What follows belongs to an exercise in optimizing a design on an open flow for small area, a short achievable clock period and few clock cycles per item; a production flow would make more cautious choices.
Function was checked by simulation only, so behaviour that the tests miss may differ from the original.

==> flow/design.v (outline; a module is shown in full before it is edited, if it fits) <==
// module vasl_mac: 846 lines
// module vector_accel_speed_limiter_top: 683 lines
module vector_accel_speed_limiter_top
(
    input  logic               clk,
    input  logic               rst_n,
    input  logic               cfg_we,
    input  logic [1:0]         cfg_index,
    input  logic [15:0]        cfg_data,
    input  logic               in_valid,
    output logic               in_ready,
    input  logic [2:0]         op,
    input  logic signed [15:0] target_vx,
    input  logic signed [15:0] target_vy,
    output logic               out_valid,
    input  logic               out_ready,
    output logic signed [15:0] vel_x_out,
    output logic signed [15:0] vel_y_out,
    output logic signed [31:0] pos_x_out,
    output logic signed [31:0] pos_y_out,
    output logic signed [15:0] acc_x_out,
    output logic signed [15:0] acc_y_out
);
  // ...
==> flow/run.sh <==
#!/bin/bash
# synth_recipe.tcl (not shown) runs the flow's synth.tcl, then flattens the netlist and writes it again
# the make line also repeats each setting of config.mk as NAME=value (left out here)
make -C /OpenROAD-flow-scripts/flow DESIGN_CONFIG=/design/flow/config.mk WORK_HOME=/design/flow/orfs CLKGATE_MAP_FILE= SYNTH_SCRIPT=/design/flow/synth_recipe.tcl finish
==> flow/config.mk <==
export PLATFORM = sky130hd
export DESIGN_NAME = vector_accel_speed_limiter_top
export DESIGN_NICKNAME = vector_accel_speed_limiter_top
export VERILOG_FILES = /design/flow/design.v
export SDC_FILE = /design/flow/constraint.sdc
export NUM_CORES = 4
export LEC_CHECK = 0
export ABC_AREA = 1
export CAP_MARGIN = 20
export CORE_MARGIN = 2
export CORE_UTILIZATION = 40
export SETUP_SLACK_MARGIN = 5
export SLEW_MARGIN = 20
==> flow/constraint.sdc <==
create_clock -name core_clock -period 12.0 [get_ports {clk}]
set_input_delay 2.4000 -clock core_clock [delete_from_list [all_inputs] [get_ports {clk}]]
set_output_delay 2.4000 -clock core_clock [all_outputs]
set_load 0.01 [all_outputs]
==> flow_metrics.env, run 1 <==
export IMPL_status="finished clean"
export IMPL_final_cell_mix="nand2_1, inv_1, a21oi_1"
export IMPL_overflow=0
export IMPL_rows=144
export IMPL_syn_to_final_growth_pct=12.6
export IMPL_drv_cap=0
export IMPL_grt_pass1_vias=58559
export IMPL_die_area_um2=159000
export IMPL_synth_area_um2=62300
export IMPL_fin_worst_skew_ps=73.0
export IMPL_synth_common_cells="nand2_1, inv_1, a21oi_1, o21ai_0, ha_1"
export IMPL_final_layout_size_suffix_gt1_share_pct=7.51
export IMPL_synth_top_cells_by_area="nand2_1, fa_1, ha_1"
export IMPL_drtIter0Drc=6115
export IMPL_min_path_cells=2
export IMPL_grt_pass1_wl_mm=363
export IMPL_reg_top3="px_r (32), py_r (32), s_r (32)"
export IMPL_insertion_delay_ps=730
export IMPL_clkCellAreaFrac_pct=2.98
export IMPL_fillers=15631
export IMPL_final_cell_area_um2=70200
export IMPL_grt_setup_unrepaired="true"
export IMPL_yosys_cell_types_count=87
export IMPL_grt_use_met1_pct=39.7
export IMPL_layout_nonclk_buf_share_pct=5.43
export IMPL_seq_share_pct=18.1
export IMPL_multi_input_comb_cells=6550
export IMPL_final_common_cell="nand2_1"
export IMPL_fin_nets=9990
export IMPL_cp_endpoint="yr_r[14]$_DFFE_PP_"
Testbench counts, summed over its fixed seeds: cycles 53,174, items 4,800.
==> module vector_accel_speed_limiter_top, before the edit <==
module vector_accel_speed_limiter_top
(
    input  logic               clk,
    input  logic               rst_n,
    input  logic               cfg_we,
    input  logic [1:0]         cfg_index,
    input  logic [15:0]        cfg_data,
    input  logic               in_valid,
    output logic               in_ready,
    input  logic [2:0]         op,
    input  logic signed [15:0] target_vx,
    input  logic signed [15:0] target_vy,
    output logic               out_valid,
    input  logic               out_ready,
    output logic signed [15:0] vel_x_out,
    output logic signed [15:0] vel_y_out,
    output logic signed [31:0] pos_x_out,
    output logic signed [31:0] pos_y_out,
    output logic signed [15:0] acc_x_out,
    output logic signed [15:0] acc_y_out
);
    localparam int SQK = 4;                     
    localparam int NRT = (16 + SQK - 1) / SQK;  
    localparam int SW  = 2 * SQK * NRT;         
    localparam int DVK = 4;                     
    localparam int NDV = (16 + DVK - 1) / DVK;  
    localparam int QW  = DVK * NDV;             
    localparam logic [3:0] RT_LAST = NRT - 1;
    localparam logic [3:0] RT_END  = NRT;
    localparam logic [3:0] DV_LAST = NDV - 1;
    localparam logic [3:0] DV_END  = NDV;
    localparam int F_IDLE  = 0;
    localparam int F_SQ1   = 1;
    localparam int F_SQ2   = 2;
    localparam int F_RT    = 3;
    localparam int F_DIV   = 4;
    localparam int F_VC    = 5;                
    localparam int F_SP1   = 6;
    localparam int F_SP2   = 7;
    localparam int F_SVUPD = 8;
    localparam int F_REACC = 9;
    localparam int NF      = 10;
    localparam logic [NF-1:0] O_IDLE  = 10'b1 << F_IDLE;
    localparam logic [NF-1:0] O_SQ1   = 10'b1 << F_SQ1;
    localparam logic [NF-1:0] O_SQ2   = 10'b1 << F_SQ2;
    localparam logic [NF-1:0] O_RT    = 10'b1 << F_RT;
    localparam logic [NF-1:0] O_DIV   = 10'b1 << F_DIV;
    localparam logic [NF-1:0] O_VC    = 10'b1 << F_VC;
    localparam logic [NF-1:0] O_SP1   = 10'b1 << F_SP1;
    localparam logic [NF-1:0] O_SP2   = 10'b1 << F_SP2;
    localparam logic [NF-1:0] O_SVUPD = 10'b1 << F_SVUPD;
    localparam logic [NF-1:0] O_REACC = 10'b1 << F_REACC;
    localparam logic [2:0] P_IDLE = 3'd0;
    localparam logic [2:0] P_MX   = 3'd1;
    localparam logic [2:0] P_UX   = 3'd2;
    localparam logic [2:0] P_MY   = 3'd3;
    localparam logic [2:0] P_UY   = 3'd4;
    logic [15:0] accel_r, step_r, lim_r;
    logic [14:0] speed_r;
    logic        lim_dirty;
    logic signed [15:0] vx_r, vy_r, ax_r, ay_r;
    logic signed [31:0] px_r, py_r;
    logic [NF-1:0] fst, fst_n;
    logic [3:0]    cnt;
    logic          spd_mode, sel_a, pend, ldx, ldy;
    logic          res_pending, acc_done, pos_done, out_valid_r;
    logic          acc_busy;
    logic [3:0]    acc_cnt;
    logic          acc_sat_x, acc_sat_y, acc_zero, acc_sx, acc_sy;
    logic [2:0]    pst;
    logic          pos_start;
    logic [15:0]   a_r, b_r;              
    logic          sx_r, sy_r;
    logic [SW-1:0] s_r;
    logic [17:0]   rt_rem;
    logic [16:0]   rt_root;
    logic [16:0]   xr_r, yr_r;            
    logic          chk;                   
    logic          spd_bad;
    logic [QW-1:0] xn_r, yn_r;            
    logic [23:0]   t_r;                   
    logic [15:0] mx, my, vsum_x, vsum_y;
    assign mx     = (sel_a || fst[F_SP1]) ? a_r : xn_r[15:0];
    assign my     = (sel_a || fst[F_SP1]) ? b_r : yn_r[15:0];
    logic [15:0] vb_x, vb_y;
    logic        vs_x, vs_y;
    logic [16:0] vadd_x, vadd_y;
    assign vb_x   = fst[F_SVUPD] ? 16'd0 : vx_r;
    assign vb_y   = fst[F_SVUPD] ? 16'd0 : vy_r;
    assign vs_x   = fst[F_SVUPD] ? vx_r[15] : sx_r;
    assign vs_y   = fst[F_SVUPD] ? vy_r[15] : sy_r;
    assign vadd_x = {vb_x, 1'b1} + {mx ^ {16{vs_x}}, vs_x};
    assign vadd_y = {vb_y, 1'b1} + {my ^ {16{vs_y}}, vs_y};
    assign vsum_x = vadd_x[16:1];
    assign vsum_y = vadd_y[16:1];
    logic [15:0] vcur_x, vcur_y;
    assign vcur_x = fst[F_VC] ? vsum_x : vx_r;
    assign vcur_y = fst[F_VC] ? vsum_y : vy_r;
    logic [16:0] m_a, m_b;
    logic [33:0] m_add;
    logic [33:0] macc;
    logic        pos_mul, ld_x, ld_y;
    logic [16:0] sx_vx, sx_vy, ng_vx, ng_vy;
    assign sx_vx = {vx_r[15], vx_r};
    assign sx_vy = {vy_r[15], vy_r};
    assign ng_vx = sx_vx ^ {17{vx_r[15]}};
    assign ng_vy = sx_vy ^ {17{vy_r[15]}};
    logic u_lim, u_sq1, u_sq2, u_sp1, u_sp2, u_ldx, u_ldy, u_px, u_py;
    logic [16:0] ma_r, mb_r;
    assign ld_x    = u_ldx;
    assign ld_y    = u_ldy;
    assign pos_mul = u_px || u_py;
    always_comb
    begin
        m_a = ma_r;
        m_b = mb_r;
        m_add = ({34{u_sq2 || u_sp2}} & {2'b00, s_r[31:0]})
              | {18'd0, u_lim, 7'd0, u_px || u_py, 7'd0}
              | ({34{spd_mode && ((u_ldx && vx_r[15]) || (u_ldy && vy_r[15]))}} & {19'd0, speed_r});
    end
    vasl_mac u_mac (
        .a (m_a),
        .b (m_b),
        .c (m_add),
        .y (macc)
    );
    logic [17:0]   rt_rem_n;
    logic [16:0]   rt_root_n;
    logic [SW-1:0] rt_x_n;
    logic          rt_step;
    assign rt_step = fst[F_RT] && (cnt != RT_END);
    logic [SQK/2:0][17:0]   rt_rem_m;
    logic [SQK/2:0][16:0]   rt_root_m;
    assign rt_rem_m[0]  = rt_rem;
    assign rt_root_m[0] = rt_root;
    for (genvar g = 0; g < SQK / 2; g++)
    begin : g_rt4
        logic [23:0] t, c1, c2, c3a, c3b, s1, s2, s3, cs, cc;
        logic [24:0] s3w;
        assign t   = {2'b00, rt_rem_m[g], s_r[SW-1-4*g -: 4]};
        assign c1  = {4'b0000, rt_root_m[g], 3'b001};
        assign c2  = {3'b000, rt_root_m[g], 4'b0100};
        assign c3a = {3'b000, rt_root_m[g], 4'b1001};
        assign c3b = {4'b0000, rt_root_m[g], 3'b000};
        assign s1  = t - c1;
        assign s2  = t - c2;
        assign cs  = t ^ ~c3a ^ ~c3b;
        assign cc  = {((t & ~c3a) | (t & ~c3b) | (~c3a & ~c3b)), 1'b1};
        assign s3w = {cs, 1'b1} + {cc, 1'b1};
        assign s3  = s3w[24:1];
        always_comb
        begin
            if (!s3[23])
            begin
                rt_rem_m[g+1]  = s3[17:0];
                rt_root_m[g+1] = {rt_root_m[g][14:0], 2'b11};
            end
            else if (!s2[23])
            begin
                rt_rem_m[g+1]  = s2[17:0];
                rt_root_m[g+1] = {rt_root_m[g][14:0], 2'b10};
            end
            else if (!s1[23])
            begin
                rt_rem_m[g+1]  = s1[17:0];
                rt_root_m[g+1] = {rt_root_m[g][14:0], 2'b01};
            end
            else
            begin
                rt_rem_m[g+1]  = t[17:0];
                rt_root_m[g+1] = {rt_root_m[g][14:0], 2'b00};
            end
        end
    end
    assign rt_rem_n  = rt_rem_m[SQK/2];
    assign rt_root_n = rt_root_m[SQK/2];
    assign rt_x_n    = {s_r[SW-2*SQK-1:0], {(2*SQK){1'b0}}};
    logic [16:0] rt_cmp;
    logic        rt_eng;
    assign rt_cmp = spd_mode ? {2'b00, speed_r} : {1'b0, lim_r};
    assign rt_eng = (rt_root > rt_cmp) || ((rt_root == rt_cmp) && (rt_rem != '0));
    logic [16:0]   den;
    logic [16:0]   xr_n, yr_n;
    logic [QW-1:0] xn_n, yn_n;
    logic [16:0] den_r;
    assign den = den_r;
    logic [DVK/2:0][16:0]   xr_m, yr_m;
    logic [DVK/2:0][QW-1:0] xn_m, yn_m;
    logic [19:0]   dd1, dd2;
    assign dd1 = {3'b000, den};
    assign dd2 = {2'b00, den, 1'b0};
    assign xr_m[0] = xr_r;
    assign xn_m[0] = xn_r;
    assign yr_m[0] = yr_r;
    assign yn_m[0] = yn_r;
    for (genvar g = 0; g < DVK / 2; g++)
    begin : g_r4
        logic [19:0] xt, xs1, xs2, xs3, xcs, xcc;
        logic [19:0] yt, ys1, ys2, ys3, ycs, ycc;
        logic [20:0] xs3w, ys3w;
        assign xt   = {1'b0, xr_m[g], xn_m[g][QW-1:QW-2]};
        assign xs1  = xt - dd1;
        assign xs2  = xt - dd2;
        assign xcs  = xt ^ ~dd1 ^ ~dd2;
        assign xcc  = {((xt & ~dd1) | (xt & ~dd2) | (~dd1 & ~dd2)), 1'b1};
        assign xs3w = {xcs, 1'b1} + {xcc, 1'b1};
        assign xs3  = xs3w[20:1];
        always_comb
        begin
            if (!xs3[19])
            begin
                xr_m[g+1] = xs3[16:0];
                xn_m[g+1] = {xn_m[g][QW-3:0], 2'b11};
            end
            else if (!xs2[19])
            begin
                xr_m[g+1] = xs2[16:0];
                xn_m[g+1] = {xn_m[g][QW-3:0], 2'b10};
            end
            else if (!xs1[19])
            begin
                xr_m[g+1] = xs1[16:0];
                xn_m[g+1] = {xn_m[g][QW-3:0], 2'b01};
            end
            else
            begin
                xr_m[g+1] = xt[16:0];
                xn_m[g+1] = {xn_m[g][QW-3:0], 2'b00};
            end
        end
        assign yt   = {1'b0, yr_m[g], yn_m[g][QW-1:QW-2]};
        assign ys1  = yt - dd1;
        assign ys2  = yt - dd2;
        assign ycs  = yt ^ ~dd1 ^ ~dd2;
        assign ycc  = {((yt & ~dd1) | (yt & ~dd2) | (~dd1 & ~dd2)), 1'b1};
        assign ys3w = {ycs, 1'b1} + {ycc, 1'b1};
        assign ys3  = ys3w[20:1];
        always_comb
        begin
            if (!ys3[19])
            begin
                yr_m[g+1] = ys3[16:0];
                yn_m[g+1] = {yn_m[g][QW-3:0], 2'b11};
            end
            else if (!ys2[19])
            begin
                yr_m[g+1] = ys2[16:0];
                yn_m[g+1] = {yn_m[g][QW-3:0], 2'b10};
            end
            else if (!ys1[19])
            begin
                yr_m[g+1] = ys1[16:0];
                yn_m[g+1] = {yn_m[g][QW-3:0], 2'b01};
            end
            else
            begin
                yr_m[g+1] = yt[16:0];
                yn_m[g+1] = {yn_m[g][QW-3:0], 2'b00};
            end
        end
    end
    assign xr_n = xr_m[DVK/2];
    assign xn_n = xn_m[DVK/2];
    assign yr_n = yr_m[DVK/2];
    assign yn_n = yn_m[DVK/2];
    logic [32:0] ld_num, acx_num, acy_num;
    assign ld_num  = macc[32:0];
    assign acx_num = {1'b0, mx, 16'd0};
    assign acy_num = {1'b0, my, 16'd0};
    logic [32:0] ld_hi, acx_hi, acy_hi;
    assign ld_hi  = ld_num >> QW;
    assign acx_hi = acx_num >> QW;
    assign acy_hi = acy_num >> QW;
    logic [16:0] bnd_x, bnd_y;
    logic        spd_free;
    logic [15:0] u_vx, u_vy;
    logic [17:0] spd_m2;
    assign u_vx     = vx_r ^ {16{vx_r[15]}};
    assign u_vy     = vy_r ^ {16{vy_r[15]}};
    assign bnd_x    = {1'b0, u_vx} + {2'b00, u_vy[15:1]};
    assign bnd_y    = {1'b0, u_vy} + {2'b00, u_vx[15:1]};
    assign spd_m2   = {3'b000, speed_r} - 18'd2;
    assign spd_free = !spd_m2[17] && ({1'b0, bnd_x} <= spd_m2) && ({1'b0, bnd_y} <= spd_m2);
    assign spd_bad  = chk && !spd_free;
    logic               vc_go, accept, load_d;
    logic               take;
    logic signed [16:0] gx, gy, vcx, vcy, dx, dy, ndx, ndy;
    logic [15:0]        mag_x, mag_y;
    assign vc_go     = fst[F_VC] && !res_pending;
    assign in_ready  = (fst[F_IDLE] && !lim_dirty && !chk) || vc_go;
    assign accept    = in_ready && in_valid;
    assign load_d    = accept || fst[F_REACC];
    assign take  = (op == 3'd0) || (op == 3'd1);
    always_comb
    begin
        if (fst[F_REACC])
        begin
            gx = {a_r[15], a_r};
            gy = {b_r[15], b_r};
        end
        else
        begin
            gx = take ? {target_vx[15], target_vx} : 17'sd0;
            gy = take ? {target_vy[15], target_vy} : 17'sd0;
        end
    end
    assign vcx   = {vcur_x[15], vcur_x};
    assign vcy   = {vcur_y[15], vcur_y};
    assign dx    = gx - vcx;
    assign dy    = gy - vcy;
    assign ndx   = (dx ^ {17{dx[16]}}) + {16'd0, dx[16]};
    assign ndy   = (dy ^ {17{dy[16]}}) + {16'd0, dy[16]};
    assign mag_x = ndx[15:0];
    assign mag_y = ndy[15:0];
    logic [15:0] ax_n, ay_n, qx, qy;
    assign qx = xn_r[15:0];
    assign qy = yn_r[15:0];
    always_comb
    begin
        if (acc_zero)
            ax_n = 16'h0000;
        else if (acc_sx)
            ax_n = (acc_sat_x || (qx[15] && (qx[14:0] != 15'd0))) ? 16'h8000 : (-qx);
        else
            ax_n = (acc_sat_x || qx[15]) ? 16'h7FFF : qx;
        if (acc_zero)
            ay_n = 16'h0000;
        else if (acc_sy)
            ay_n = (acc_sat_y || (qy[15] && (qy[14:0] != 15'd0))) ? 16'h8000 : (-qy);
        else
            ay_n = (acc_sat_y || qy[15]) ? 16'h7FFF : qy;
    end
    logic signed [31:0] pos_in, pos_n;
    logic signed [33:0] pos_pp, pos_st, pos_sum;
    assign pos_in = (pst == P_UX) ? px_r : py_r;
    always_comb
    begin
        pos_st  = {{10{t_r[23]}}, t_r};
        pos_pp  = {{2{pos_in[31]}}, pos_in};
        pos_sum = pos_pp + pos_st;
        if (!pos_sum[33] && (pos_sum[32] || pos_sum[31]))
            pos_n = 32'h7FFFFFFF;
        else if (pos_sum[33] && !(pos_sum[32] && pos_sum[31]))
            pos_n = 32'h80000000;
        else
            pos_n = pos_sum[31:0];
    end
    always_comb
    begin
        fst_n = fst;
        case (1'b1)
            fst[F_IDLE]:
                if (spd_bad) fst_n = O_SP1;
                else if (accept) fst_n = O_SQ1;
            fst[F_VC]:
            begin
                if (!res_pending)
                    fst_n = accept ? O_SQ1 : O_IDLE;
            end
            fst[F_SQ1]: fst_n = spd_bad ? O_SP1 : O_SQ2;
            fst[F_SQ2], fst[F_SP2]: fst_n = O_RT;
            fst[F_SP1]: fst_n = O_SP2;
            fst[F_RT]:
                if ((cnt == RT_LAST || cnt == RT_END) && (ldy || ld_y))
                    fst_n = O_DIV;
            fst[F_DIV]:
            begin
                if (cnt == 4'd0 && !rt_eng)
                begin
                    if (!spd_mode)
                        fst_n = O_VC;
                    else if (pend)
                        fst_n = O_REACC;
                    else
                        fst_n = O_IDLE;
                end
                else if (cnt == DV_LAST)
                    fst_n = spd_mode ? O_SVUPD : O_VC;
            end
            fst[F_SVUPD]:
                fst_n = pend ? O_REACC : O_IDLE;
            fst[F_REACC]: fst_n = O_SQ1;
            default: fst_n = O_IDLE;
        endcase
    end
    logic       ldx_n, ldy_n, acc_busy_n, lim_dirty_n, div_free_n;
    logic [3:0] acc_cnt_n;
    logic [2:0] pst_n;
    logic       u_lim_n, u_ldx_n, u_ldy_n, u_fg_n, u_px_n, u_py_n, spd_mode_n;
    always_comb
    begin
        ldx_n = ldx;
        ldy_n = ldy;
        if (fst[F_SQ2] || fst[F_SP2])
        begin
            ldx_n = 1'b0;
            ldy_n = 1'b0;
        end
        else
        begin
            if (ld_x) ldx_n = 1'b1;
            if (ld_y) ldy_n = 1'b1;
        end
        acc_busy_n = acc_busy;
        acc_cnt_n  = acc_cnt;
        if (vc_go)
        begin
            acc_busy_n = 1'b1;
            acc_cnt_n  = '0;
        end
        else if (acc_busy)
        begin
            if (acc_cnt == DV_END)
                acc_busy_n = 1'b0;
            else
                acc_cnt_n = acc_cnt + 4'd1;
        end
        div_free_n = !acc_busy_n || (acc_cnt_n == DV_END);
        lim_dirty_n = lim_dirty;
        if (cfg_we && (cfg_index == 2'd0 || cfg_index == 2'd2))
            lim_dirty_n = 1'b1;
        else if (u_lim)
            lim_dirty_n = 1'b0;
        pst_n = pst;
        case (pst)
            P_IDLE: if (pos_start) pst_n = P_MX;
            P_MX:   if (pos_mul) pst_n = P_UX;
            P_UX:   pst_n = pos_mul ? P_UY : P_MY;
            P_MY:   if (pos_mul) pst_n = P_UY;
            P_UY:   pst_n = P_IDLE;
            default: pst_n = P_IDLE;
        endcase
        u_lim_n = fst_n[F_IDLE] && lim_dirty_n && !cfg_we;
        u_ldx_n = fst_n[F_RT] && !ldx_n && div_free_n;
        u_ldy_n = fst_n[F_RT] && ldx_n && !ldy_n;
        u_fg_n  = u_lim_n || u_ldx_n || u_ldy_n || fst_n[F_SQ1] || fst_n[F_SQ2] ||
                  fst_n[F_SP1] || fst_n[F_SP2];
        u_px_n  = !u_fg_n && (pst_n == P_MX);
        u_py_n  = !u_fg_n && (pst_n == P_UX || pst_n == P_MY);
        spd_mode_n = fst[F_SP2] ? 1'b1 : fst[F_SQ2] ? 1'b0 : spd_mode;
    end
    logic [16:0] ma_n, mb_n;
    always_comb
    begin
        ma_n = ({17{u_lim_n}} & {1'b0, accel_r})
             | ({17{fst_n[F_SQ1]}} & {1'b0, mag_x})
             | ({17{fst_n[F_SQ2] || (u_ldy_n && !spd_mode_n)}} & {1'b0, b_r})
             | ({17{u_ldx_n && !spd_mode_n}} & {1'b0, a_r})
             | ({17{fst_n[F_SP1] || u_px_n}} & sx_vx)
             | ({17{fst_n[F_SP2] || u_py_n}} & sx_vy)
             | ({17{u_ldx_n && spd_mode_n}} & ng_vx)
             | ({17{u_ldy_n && spd_mode_n}} & ng_vy);
        mb_n = ({17{u_lim_n || u_px_n || u_py_n}} & {1'b0, step_r})
             | ({17{fst_n[F_SQ1]}} & {1'b0, mag_x})
             | ({17{fst_n[F_SQ2]}} & {1'b0, b_r})
             | ({17{fst_n[F_SP1]}} & sx_vx)
             | ({17{fst_n[F_SP2]}} & sx_vy)
             | ({17{(u_ldx_n || u_ldy_n) && !spd_mode_n}} & {1'b0, lim_r})
             | ({17{(u_ldx_n || u_ldy_n) && spd_mode_n}} & {2'b00, speed_r});
    end
    always_ff @(posedge clk or negedge rst_n)
    begin
        if (!rst_n)
        begin
            accel_r     <= ACCEL_RESET;
            speed_r     <= SPEED_RESET;
            step_r      <= STEP_RESET;
            lim_r       <= LIM_RESET;
            lim_dirty   <= 1'b0;
            vx_r        <= '0;
            vy_r        <= '0;
            px_r        <= '0;
            py_r        <= '0;
            fst         <= O_IDLE;
            cnt         <= '0;
            spd_mode    <= 1'b0;
            sel_a       <= 1'b0;
            pend        <= 1'b0;
            chk         <= 1'b0;
            ldx         <= 1'b0;
            ldy         <= 1'b0;
            res_pending <= 1'b0;
            acc_done    <= 1'b0;
            pos_done    <= 1'b0;
            out_valid_r <= 1'b0;
            acc_busy    <= 1'b0;
            acc_cnt     <= '0;
            pst         <= P_IDLE;
            pos_start   <= 1'b0;
            u_lim       <= 1'b0;
            u_sq1       <= 1'b0;
            u_sq2       <= 1'b0;
            u_sp1       <= 1'b0;
            u_sp2       <= 1'b0;
            u_ldx       <= 1'b0;
            u_ldy       <= 1'b0;
            u_px        <= 1'b0;
            u_py        <= 1'b0;
        end
        else
        begin
            if (u_lim)
                lim_r <= macc[31:16];
            lim_dirty <= lim_dirty_n;
            if (cfg_we)
            begin
                case (cfg_index)
                    2'd0: accel_r <= cfg_data;
                    2'd1: speed_r <= cfg_data[14:0];
                    2'd2: step_r  <= cfg_data;
                    default: ;
                endcase
            end
            u_lim    <= u_lim_n;
            u_sq1    <= fst_n[F_SQ1];
            u_sq2    <= fst_n[F_SQ2];
            u_sp1    <= fst_n[F_SP1];
            u_sp2    <= fst_n[F_SP2];
            u_ldx    <= u_ldx_n;
            u_ldy    <= u_ldy_n;
            u_px     <= u_px_n;
            u_py     <= u_py_n;
            ldx      <= ldx_n;
            ldy      <= ldy_n;
            acc_busy <= acc_busy_n;
            acc_cnt  <= acc_cnt_n;
            pst      <= pst_n;
            pos_start <= 1'b0;
            fst       <= fst_n;
            if (vc_go)
            begin
                vx_r        <= vsum_x;
                vy_r        <= vsum_y;
                sel_a       <= 1'b0;
                res_pending <= 1'b1;
                pend        <= accept;
            end
            chk <= vc_go;
            if (chk && spd_free)
                pos_start <= 1'b1;
            if (fst[F_SQ2] || fst[F_SP2])
            begin
                cnt      <= '0;
                spd_mode <= fst[F_SP2];
            end
            if (fst[F_RT])
            begin
                if (fst_n[F_DIV])
                    cnt <= '0;
                else if (cnt != RT_END)
                    cnt <= cnt + 4'd1;
            end
            if (fst[F_DIV])
            begin
                if (cnt == 4'd0 && !rt_eng)
                begin
                    if (spd_mode)
                    begin
                        pos_start <= 1'b1;
                        spd_mode  <= 1'b0;
                    end
                    else
                        sel_a <= 1'b1;
                end
                else
                    cnt <= cnt + 4'd1;
            end
            if (fst[F_SVUPD])
            begin
                vx_r      <= vsum_x;
                vy_r      <= vsum_y;
                spd_mode  <= 1'b0;
                pos_start <= 1'b1;
            end
            if (fst[F_REACC])
                pend <= 1'b0;
            if (acc_busy && acc_cnt == DV_END)
                acc_done <= 1'b1;
            if (pst == P_UX)
                px_r <= pos_n;
            if (pst == P_UY)
            begin
                py_r     <= pos_n;
                pos_done <= 1'b1;
            end
            if (out_valid_r && out_ready)
            begin
                out_valid_r <= 1'b0;
                res_pending <= 1'b0;
            end
            else if (!out_valid_r && res_pending && acc_done && pos_done)
            begin
                out_valid_r <= 1'b1;
                acc_done    <= 1'b0;
                pos_done    <= 1'b0;
            end
        end
    end
    always_ff @(posedge clk)
    begin
        if (load_d)
        begin
            a_r  <= mag_x;
            b_r  <= mag_y;
            sx_r <= dx[16];
            sy_r <= dy[16];
        end
        else if (fst[F_SP1] && pend)
        begin
            a_r <= vsum_x;
            b_r <= vsum_y;
        end
        if (fst[F_SQ1] || fst[F_SQ2] || fst[F_SP1] || fst[F_SP2])
            s_r <= macc[31:0];
        else if (rt_step)
            s_r <= rt_x_n;
        if (fst[F_SQ2] || fst[F_SP2])
        begin
            rt_rem  <= '0;
            rt_root <= {16'd0, macc[32]};
        end
        else if (rt_step)
        begin
            rt_rem  <= rt_rem_n;
            rt_root <= rt_root_n;
        end
        if (ld_x)
        begin
            xr_r <= ld_hi[16:0];
            xn_r <= ld_num[QW-1:0];
        end
        else if (vc_go)
        begin
            xr_r      <= acx_hi[16:0];
            xn_r      <= acx_num[QW-1:0];
            acc_sat_x <= mx >= step_r;
            acc_zero  <= step_r == 16'd0;
            acc_sx    <= sx_r;
        end
        else if (fst[F_DIV] || (acc_busy && acc_cnt != DV_END))
        begin
            xr_r <= xr_n;
            xn_r <= xn_n;
        end
        if (ld_y)
        begin
            yr_r <= ld_hi[16:0];
            yn_r <= ld_num[QW-1:0];
        end
        else if (vc_go)
        begin
            yr_r      <= acy_hi[16:0];
            yn_r      <= acy_num[QW-1:0];
            acc_sat_y <= my >= step_r;
            acc_sy    <= sy_r;
        end
        else if (fst[F_DIV] || (acc_busy && acc_cnt != DV_END))
        begin
            yr_r <= yr_n;
            yn_r <= yn_n;
        end
        if (acc_busy && acc_cnt == DV_END)
        begin
            ax_r <= ax_n;
            ay_r <= ay_n;
        end
        if (vc_go)
            den_r <= {1'b0, step_r};
        else if (fst[F_RT] && fst_n[F_DIV])
            den_r <= rt_step ? rt_root_n : rt_root;
        if (pos_mul)
            t_r <= macc[31:8];
        ma_r <= ma_n;
        mb_r <= mb_n;
    end
    assign out_valid = out_valid_r;
    assign vel_x_out = vx_r;
    assign vel_y_out = vy_r;
    assign pos_x_out = px_r;
    assign pos_y_out = py_r;
    assign acc_x_out = ax_r;
    assign acc_y_out = ay_r;
endmodule
==> run 2: changes to the inputs <==
--- a/flow/design.v
+++ b/flow/design.v
@@ -4,6 +4,81 @@
     localparam logic [15:0] STEP_RESET  = 16'd6554;
     localparam logic [15:0] LIM_RESET   = 16'd77;
 endpackage
+module vasl_sqrt_lut
+(
+    input  logic [8:0] v,
+    output logic [4:0] r,
+    output logic [5:0] m
+);
+    logic [23:0] ge;      
+    logic [22:0] is;      
+    logic [9:0] sq;
+    logic [9:0] d;
+    assign ge[0] = 1'b1;
+    assign ge[1] = v >= 9'd1;
+    assign ge[2] = v >= 9'd4;
+    assign ge[3] = v >= 9'd9;
+    assign ge[4] = v >= 9'd16;
+    assign ge[5] = v >= 9'd25;
+    assign ge[6] = v >= 9'd36;
+    assign ge[7] = v >= 9'd49;
+    assign ge[8] = v >= 9'd64;
+    assign ge[9] = v >= 9'd81;
+    assign ge[10] = v >= 9'd100;
+    assign ge[11] = v >= 9'd121;
+    assign ge[12] = v >= 9'd144;
+    assign ge[13] = v >= 9'd169;
+    assign ge[14] = v >= 9'd196;
+    assign ge[15] = v >= 9'd225;
+    assign ge[16] = v >= 9'd256;
+    assign ge[17] = v >= 9'd289;
+    assign ge[18] = v >= 9'd324;
+    assign ge[19] = v >= 9'd361;
+    assign ge[20] = v >= 9'd400;
+    assign ge[21] = v >= 9'd441;
+    assign ge[22] = v >= 9'd484;
+    assign ge[23] = 1'b0;
+    assign is[0] = ge[0] & ~ge[1];
+    assign is[1] = ge[1] & ~ge[2];
+    assign is[2] = ge[2] & ~ge[3];
+    assign is[3] = ge[3] & ~ge[4];
+    assign is[4] = ge[4] & ~ge[5];
+    assign is[5] = ge[5] & ~ge[6];
+    assign is[6] = ge[6] & ~ge[7];
+    assign is[7] = ge[7] & ~ge[8];
+    assign is[8] = ge[8] & ~ge[9];
+    assign is[9] = ge[9] & ~ge[10];
+    assign is[10] = ge[10] & ~ge[11];
+    assign is[11] = ge[11] & ~ge[12];
+    assign is[12] = ge[12] & ~ge[13];
+    assign is[13] = ge[13] & ~ge[14];
+    assign is[14] = ge[14] & ~ge[15];
+    assign is[15] = ge[15] & ~ge[16];
+    assign is[16] = ge[16] & ~ge[17];
+    assign is[17] = ge[17] & ~ge[18];
+    assign is[18] = ge[18] & ~ge[19];
+    assign is[19] = ge[19] & ~ge[20];
+    assign is[20] = ge[20] & ~ge[21];
+    assign is[21] = ge[21] & ~ge[22];
+    assign is[22] = ge[22] & ~ge[23];
+    assign r[0] = is[1] | is[3] | is[5] | is[7] | is[9] | is[11] | is[13] | is[15] | is[17] | is[19] | is[21];
+    assign r[1] = is[2] | is[3] | is[6] | is[7] | is[10] | is[11] | is[14] | is[15] | is[18] | is[19] | is[22];
+    assign r[2] = is[4] | is[5] | is[6] | is[7] | is[12] | is[13] | is[14] | is[15] | is[20] | is[21] | is[22];
+    assign r[3] = is[8] | is[9] | is[10] | is[11] | is[12] | is[13] | is[14] | is[15];
+    assign r[4] = is[16] | is[17] | is[18] | is[19] | is[20] | is[21] | is[22];
+    assign sq[0] = is[1] | is[3] | is[5] | is[7] | is[9] | is[11] | is[13] | is[15] | is[17] | is[19] | is[21];
+    assign sq[1] = 1'b0;
+    assign sq[2] = is[2] | is[6] | is[10] | is[14] | is[18] | is[22];
+    assign sq[3] = is[3] | is[5] | is[11] | is[13] | is[19] | is[21];
+    assign sq[4] = is[4] | is[5] | is[7] | is[9] | is[11] | is[12] | is[20] | is[21];
+    assign sq[5] = is[6] | is[7] | is[10] | is[11] | is[13] | is[15] | is[17] | is[19] | is[21] | is[22];
+    assign sq[6] = is[8] | is[9] | is[10] | is[11] | is[14] | is[15] | is[18] | is[19] | is[22];
+    assign sq[7] = is[12] | is[13] | is[14] | is[15] | is[20] | is[21] | is[22];
+    assign sq[8] = is[16] | is[17] | is[18] | is[19] | is[20] | is[21] | is[22];
+    assign sq[9] = 1'b0;
+    assign d = {1'b0, v} - sq;
+    assign m = d[5:0];
+endmodule
 module vasl_mac
 (
     input  logic [16:0] a,
@@ -873,8 +948,8 @@
     output logic signed [15:0] acc_y_out
 );
     localparam int SQK = 4;                     
-    localparam int NRT = (16 + SQK - 1) / SQK;  
-    localparam int SW  = 2 * SQK * NRT;         
+    localparam int NRT = 1 + (8 + SQK - 1) / SQK;  
+    localparam int SW  = 32;                       
     localparam int DVK = 4;                     
     localparam int NDV = (16 + DVK - 1) / DVK;  
     localparam int QW  = DVK * NDV;             
@@ -882,6 +957,7 @@
     localparam logic [3:0] RT_END  = NRT;
     localparam logic [3:0] DV_LAST = NDV - 1;
     localparam logic [3:0] DV_END  = NDV;
+    localparam logic [3:0] AC_END  = NDV - 1;
     localparam int F_IDLE  = 0;
     localparam int F_SQ1   = 1;
     localparam int F_SQ2   = 2;
@@ -1025,9 +1101,75 @@
             end
         end
     end
-    assign rt_rem_n  = rt_rem_m[SQK/2];
-    assign rt_root_n = rt_root_m[SQK/2];
-    assign rt_x_n    = {s_r[SW-2*SQK-1:0], {(2*SQK){1'b0}}};
+    logic [4:0][17:0] rn_rem;
+    logic [4:0][16:0] rn_root;
+    logic [4:0]       lut_r;
+    logic [5:0]       lut_m;
+    vasl_sqrt_lut u_lut (
+        .v ({rt_root[0], s_r[31:24]}),
+        .r (lut_r),
+        .m (lut_m)
+    );
+    assign rn_rem[0]  = '0;
+    assign rn_root[0] = '0;
+    assign rn_rem[1]  = '0;
+    assign rn_root[1] = '0;
+    assign rn_rem[2]  = {12'd0, lut_m};
+    assign rn_root[2] = {12'd0, lut_r};
+    for (genvar k = 2; k < 4; k++)
+    begin : g_rn
+        localparam int RW = 1 + 2 * k;        
+        localparam int MW = RW + 1;           
+        localparam int AW = RW + 7;           
+        logic [RW-1:0] r;
+        logic [MW-1:0] m;
+        logic [AW-1:0] t, c1, c2, c3a, c3b, s1, s2, s3, cs, cc;
+        logic [AW:0]   s3w;
+        assign r   = rn_root[k][RW-1:0];
+        assign m   = rn_rem[k][MW-1:0];
+        assign t   = {{(AW-MW-4){1'b0}}, m, s_r[SW-1-4*k -: 4]};
+        assign c1  = {{(AW-RW-3){1'b0}}, r, 3'b001};
+        assign c2  = {{(AW-RW-4){1'b0}}, r, 4'b0100};
+        assign c3a = {{(AW-RW-4){1'b0}}, r, 4'b1001};
+        assign c3b = {{(AW-RW-3){1'b0}}, r, 3'b000};
+        assign s1  = t - c1;
+        assign s2  = t - c2;
+        assign cs  = t ^ ~c3a ^ ~c3b;
+        assign cc  = {((t[AW-2:0] & ~c3a[AW-2:0]) | (t[AW-2:0] & ~c3b[AW-2:0]) |
+                       (~c3a[AW-2:0] & ~c3b[AW-2:0])), 1'b1};
+        assign s3w = {cs, 1'b1} + {cc, 1'b1};
+        assign s3  = s3w[AW:1];
+        always_comb
+        begin
+            rn_rem[k+1]  = '0;
+            rn_root[k+1] = '0;
+            if (!s3[AW-1])
+            begin
+                rn_rem[k+1][MW+1:0]  = s3[MW+1:0];
+                rn_root[k+1][RW+1:0] = {r, 2'b11};
+            end
+            else if (!s2[AW-1])
+            begin
+                rn_rem[k+1][MW+1:0]  = s2[MW+1:0];
+                rn_root[k+1][RW+1:0] = {r, 2'b10};
+            end
+            else if (!s1[AW-1])
+            begin
+                rn_rem[k+1][MW+1:0]  = s1[MW+1:0];
+                rn_root[k+1][RW+1:0] = {r, 2'b01};
+            end
+            else
+            begin
+                rn_rem[k+1][MW+1:0]  = t[MW+1:0];
+                rn_root[k+1][RW+1:0] = {r, 2'b00};
+            end
+        end
+    end
+    logic rt_first;
+    assign rt_first  = (cnt == 4'd0);
+    assign rt_rem_n  = rt_first ? rn_rem[4]  : rt_rem_m[SQK/2];
+    assign rt_root_n = rt_first ? rn_root[4] : rt_root_m[SQK/2];
+    assign rt_x_n    = rt_first ? {s_r[15:0], 16'd0} : {s_r[SW-2*SQK-1:0], {(2*SQK){1'b0}}};
     logic [16:0] rt_cmp;
     logic        rt_eng;
     assign rt_cmp = spd_mode ? {2'b00, speed_r} : {1'b0, lim_r};
@@ -1036,16 +1178,24 @@
     logic [16:0]   xr_n, yr_n;
     logic [QW-1:0] xn_n, yn_n;
     logic [16:0] den_r;
-    assign den = den_r;
+    logic        acc_first;
+    logic [16:0] xr_i, yr_i;
+    logic [QW-1:0] xn_i, yn_i;
+    assign acc_first = fst[F_VC];
+    assign den  = den_r;
+    assign xr_i = acc_first ? acx_hi[16:0] : xr_r;
+    assign xn_i = acc_first ? acx_num[QW-1:0] : xn_r;
+    assign yr_i = acc_first ? acy_hi[16:0] : yr_r;
+    assign yn_i = acc_first ? acy_num[QW-1:0] : yn_r;
     logic [DVK/2:0][16:0]   xr_m, yr_m;
     logic [DVK/2:0][QW-1:0] xn_m, yn_m;
     logic [19:0]   dd1, dd2;
     assign dd1 = {3'b000, den};
     assign dd2 = {2'b00, den, 1'b0};
-    assign xr_m[0] = xr_r;
-    assign xn_m[0] = xn_r;
-    assign yr_m[0] = yr_r;
-    assign yn_m[0] = yn_r;
+    assign xr_m[0] = xr_i;
+    assign xn_m[0] = xn_i;
+    assign yr_m[0] = yr_i;
+    assign yn_m[0] = yn_i;
     for (genvar g = 0; g < DVK / 2; g++)
     begin : g_r4
         logic [19:0] xt, xs1, xs2, xs3, xcs, xcc;
@@ -1263,12 +1413,12 @@
         end
         else if (acc_busy)
         begin
-            if (acc_cnt == DV_END)
+            if (acc_cnt == AC_END)
                 acc_busy_n = 1'b0;
             else
                 acc_cnt_n = acc_cnt + 4'd1;
         end
-        div_free_n = !acc_busy_n || (acc_cnt_n == DV_END);
+        div_free_n = !acc_busy_n || (acc_cnt_n == AC_END);
         lim_dirty_n = lim_dirty;
         if (cfg_we && (cfg_index == 2'd0 || cfg_index == 2'd2))
             lim_dirty_n = 1'b1;
@@ -1427,7 +1577,7 @@
             end
             if (fst[F_REACC])
                 pend <= 1'b0;
-            if (acc_busy && acc_cnt == DV_END)
+            if (acc_busy && acc_cnt == AC_END)
                 acc_done <= 1'b1;
             if (pst == P_UX)
                 px_r <= pos_n;
@@ -1484,13 +1634,13 @@
         end
         else if (vc_go)
         begin
-            xr_r      <= acx_hi[16:0];
-            xn_r      <= acx_num[QW-1:0];
+            xr_r      <= xr_n;
+            xn_r      <= xn_n;
             acc_sat_x <= mx >= step_r;
             acc_zero  <= step_r == 16'd0;
             acc_sx    <= sx_r;
         end
-        else if (fst[F_DIV] || (acc_busy && acc_cnt != DV_END))
+        else if (fst[F_DIV] || (acc_busy && acc_cnt != AC_END))
         begin
             xr_r <= xr_n;
             xn_r <= xn_n;
@@ -1502,22 +1652,22 @@
         end
         else if (vc_go)
         begin
-            yr_r      <= acy_hi[16:0];
-            yn_r      <= acy_num[QW-1:0];
+            yr_r      <= yr_n;
+            yn_r      <= yn_n;
             acc_sat_y <= my >= step_r;
             acc_sy    <= sy_r;
         end
-        else if (fst[F_DIV] || (acc_busy && acc_cnt != DV_END))
+        else if (fst[F_DIV] || (acc_busy && acc_cnt != AC_END))
         begin
             yr_r <= yr_n;
             yn_r <= yn_n;
         end
-        if (acc_busy && acc_cnt == DV_END)
+        if (acc_busy && acc_cnt == AC_END)
         begin
             ax_r <= ax_n;
             ay_r <= ay_n;
         end
-        if (vc_go)
+        if (fst_n[F_VC] && !fst[F_VC])
             den_r <= {1'b0, step_r};
         else if (fst[F_RT] && fst_n[F_DIV])
             den_r <= rt_step ? rt_root_n : rt_root;
--- a/flow/config.mk
+++ b/flow/config.mk
@@ -8,6 +8,6 @@
 export ABC_AREA = 1
 export CAP_MARGIN = 20
 export CORE_MARGIN = 2
-export CORE_UTILIZATION = 40
+export CORE_UTILIZATION = 55
 export SETUP_SLACK_MARGIN = 5
 export SLEW_MARGIN = 20
==> run 2 against run 1 <==
Effect of this change: critical path depth up 17; non-clock buffer count rose by 139; sequential share of layout area decreased by 1.2 points; clock-buffer cell count increased by 7; die area decreased by 25%; critical endpoint is now yr_r[16]$_DFFE_PP_; largest cell class unchanged; highest routed layer unchanged.
==> flow_metrics.env, run 2 <==
export IMPL_numCtsBuffers=60
export IMPL_synthSimpleGateAreaFrac_pct=22.4
export IMPL_syn_inst=9004
export IMPL_grt_util_all_layers_pct=38.8
export IMPL_clk_pin_slew_ps=60
export IMPL_die_area_um2=119000
export IMPL_vias_per_cell=5.88
export IMPL_synth_top_area_share_pct=13.1
export IMPL_min_path_cells=2
export IMPL_drtPass1Iterations=9
export IMPL_max_freq_mhz=140
export IMPL_path_max_fanout=21
export IMPL_h_tree_depth=2
export IMPL_hp_class="reg2reg"
export IMPL_synth_top_family_by_area="adder cells"
export IMPL_endpoint_kind="register"
export IMPL_dieWidth_um=346
export IMPL_post_synth_top_count_cell="nand2_1"
export IMPL_place_inst=10503
export IMPL_regToRegSetupSlack_ps=4870
export IMPL_worst_ep_arrival_time_ps=7580
export IMPL_synth_compound_area_share_pct=15.4
export IMPL_final_layout_size_suffix_gt1_share_pct=12.5
export IMPL_cp_required_ps=12450
export IMPL_finalCritPeriodShare_pct=59.4
export IMPL_hold_end="lim_r[3]$_DFFE_PN1P_"
export IMPL_fin_nets=10448
export IMPL_dp_hpwl_mm=183
export IMPL_r2r_end="yr_r[16]$_DFFE_PP_"
export IMPL_port_buffers=186
export IMPL_routed_wl_mm=242
export IMPL_grt_max_degree=101
export IMPL_final_cell_mix="nand2_1, inv_1, a21oi_1"
export IMPL_antenna_found_initial=8
export IMPL_finalSetupTns_ps=0
export IMPL_tritoncts="done"
export IMPL_cp_slowest_cell="o21ai_1"
export IMPL_rows=125
export IMPL_core_area_um2=116000
export IMPL_drv_cap=0
export IMPL_worst_pin_slew_ps=1160
export IMPL_vias=64287
export IMPL_synth_edff_count=209
export IMPL_worstSetupStartpointType="register"
export IMPL_insertion_delay_ps=700
export IMPL_overflow=0
export IMPL_ys_ff_latch=477
export IMPL_gp_congestion=1.01
export IMPL_synth_seq_area_share_pct=19.7
export IMPL_async_reset_ff_share_pct=41.5
export IMPL_rr_startpoint="fst[6]$_DFF_PN0_"
export IMPL_synth_area_um2=64200
export IMPL_grt_pass1_wl_mm=357
export IMPL_ant_nets=0
export IMPL_layout_cells_non_filler=10938
export IMPL_cp_slowest_stage_delay_ps=870
export IMPL_min_period_ps=7130
export IMPL_io_pins=188
export IMPL_clock_sinks=477
export IMPL_status="finished clean"
export IMPL_drt_drc_violations_left=0
export IMPL_synth_mux_area_share_pct=0.218
export IMPL_dp_slack_ps=2910
export IMPL_wl_per_cell_um=22.1
export IMPL_drtIter0Drc=6349
export IMPL_synth_adder_area_share_pct=24.5
export IMPL_initial_core_util_pct=55.4
export IMPL_setup_viol=0
export IMPL_crit_type="reg2reg"
export IMPL_fin_worst_skew_ps=54.9
export IMPL_synth_common_cells="nand2_1, inv_1, a21oi_1, ha_1, o21ai_0"
export IMPL_syn_mean_instance_area_um2=7.13
export IMPL_synth_top_cells_by_area="nand2_1, ha_1, fa_1"
export IMPL_synthXorXnorAreaFrac_pct=7.09
export IMPL_relSlewSlack_pct=23.0
export IMPL_timing_final_ws_setup_ps=4870
export IMPL_grt_setup_unrepaired="true"
export IMPL_die_height_um=346
export IMPL_synth_largest_area_cell="nand2_1"
export IMPL_slew_violations=0
export IMPL_syn_num_nets=10094
export IMPL_worst_r2r_path_depth=39
export IMPL_yosys_cell_types_count=79
export IMPL_ctsLongestPathBuffers=3
export IMPL_final_hold_violation_count=0
export IMPL_min_from="lim_r[3]$_DFFE_PN1P_"
export IMPL_final_common_cell="nand2_1"
export IMPL_fin_util_pct=64.8
export IMPL_synth_flop_cell="edfxtp_1"
export IMPL_root_buffer="clkbuf_16"
export IMPL_reg_top3="px_r (32), py_r (32), s_r (32)"
export IMPL_grt_pass1_vias=60104
export IMPL_syn_to_final_growth_pct=17.1
export IMPL_yosysWarnings=1
run 2: changes by cell type after synthesis, moves of 21 or more:
cell,delta
nor3_1,-22
clkbuf_1,+30
xor2_1,+73
nand3_1,-41
o21ai_0,-78
nor2_1,+24
ha_1,+71
nand2_1,+98
a31oi_1,+21
run 2: how the worst max path moves through the flow:
stage | startpoint | to | slack [ps]
floorplan | s_r[28]$_DFFE_PP_ | den_r[0]$_DFFE_PP_ | 5000
global placement | fst[6]$_DFF_PN0_ | yr_r[13]$_DFFE_PP_ | 3080
detailed placement | fst[6]$_DFF_PN0_ | yr_r[16]$_DFFE_PP_ | 2910
CTS | fst[6]$_DFF_PN0_ | yr_r[16]$_DFFE_PP_ | 4910
global route | fst[6]$_DFF_PN0_ | xr_r[16]$_DFFE_PP_ | 4630
finish | fst[6]$_DFF_PN0_ | yr_r[16]$_DFFE_PP_ | 4870
run 2: timing repair:
item                                    in CTS  in global routing
hold buffers                                 0                  0
pin swaps                                   51                195
endpoints found under the setup margin     155                152
gates cloned                                 7                 14
buffers inserted                           101                195
gates resized for setup                    290                467
run 2: critical path: cells and delay by family (launching register included):
kind | cells | cell delay (ps)
compound gates | 11 | 2570
xor+xnor | 1 | 110
fa+ha+maj | 4 | 1570
buf+inv | 8 | 1100
flops | 1 | 420
simple gates | 15 | 1070
run 2: cell families (layout without fill, tap and decap cells):
group | after synthesis | in the layout
other cells | 0 | 5
simple gates | 3451 | 3460
flops | 477 | 477
mux | 14 | 14
xor+xnor | 518 | 518
buf+inv | 1765 | 2160
fa+ha+maj | 1032 | 1032
compound gates | 1747 | 1748
run 2: final cells by class:
| type | instances | area, µm² |
|---|---|---|
| clock buffers | 88 | 1720 |
| fillers | 10435 | 40700 |
| clock inverters | 25 | 303 |
| well taps | 1524 | 1910 |
| multi-input cells | 6772 | 47400 |
| repair inverters | 2 | 15.0 |
| repair buffers | 568 | 5330 |
| flip-flops and latches | 477 | 12700 |
| diodes | 5 | 12.5 |
| inverters | 1477 | 5730 |
run 2: per-layer routing:
layer | GRT usage, % | vias to the layer above | share of wire (%)
li1 | - | 29969 | -
met2 | 61.5 | 3129 | 44
met1 | 50.4 | 30440 | 39
met5 | 0 | - | 0.030
met4 | 20.9 | 10 | 6.7
met3 | 6.82 | 739 | 9.6
run 2: per-stage QoR:
step | hold WS (ps) | cell area [µm²]
6_report | 487 | 75200
5_1_grt | 507 | 75100
4_1_cts | 486 | 71400
3_5_place_dp | 475 | 67500
3_3_place_gp | 470 | 67500
2_1_floorplan | 426 | 64200
Testbench counts of run 2, summed over its fixed seeds: cycles 49,870, items 4,800.

## port drivers added, routing unchanged
How much do the figures lean on ideal ports? The routed layouts below were timed once more, with nothing changed but the port constraints.
Step 1 (the two cells are an assumption about what drives the block):
set clk [get_ports {clk}]
set_driving_cell -lib_cell sky130_fd_sc_hd__clkbuf_16 $clk
set_driving_cell -lib_cell sky130_fd_sc_hd__buf_2 [delete_from_list [all_inputs] $clk]
Step 2 also shifts input and output timing later by t, the mid clock arrival at the registers, as if the neighbouring blocks saw the same clock.
Three values: ideal, step 1, step 2; two values: the first two.
run | shift t [ns] | slack for setup (ns) | worst setup path at the end | latest minus earliest clock arrival (ns) | worst data-port slew with drivers (ns)
run 1 | 0.788 | 5.256 / 5.256 / 4.826 | input to register | 0.073 / 0.073 | 0.05
run 2 | 0.756 | 4.874 / 4.874 / 4.658 | input to register | 0.055 / 0.055 | 0.04
After both steps setup and hold are still met in every run listed. For run 1, which loses most, drivers alone change the setup slack by 0.000 ns; drivers and shift together by -0.430 ns.
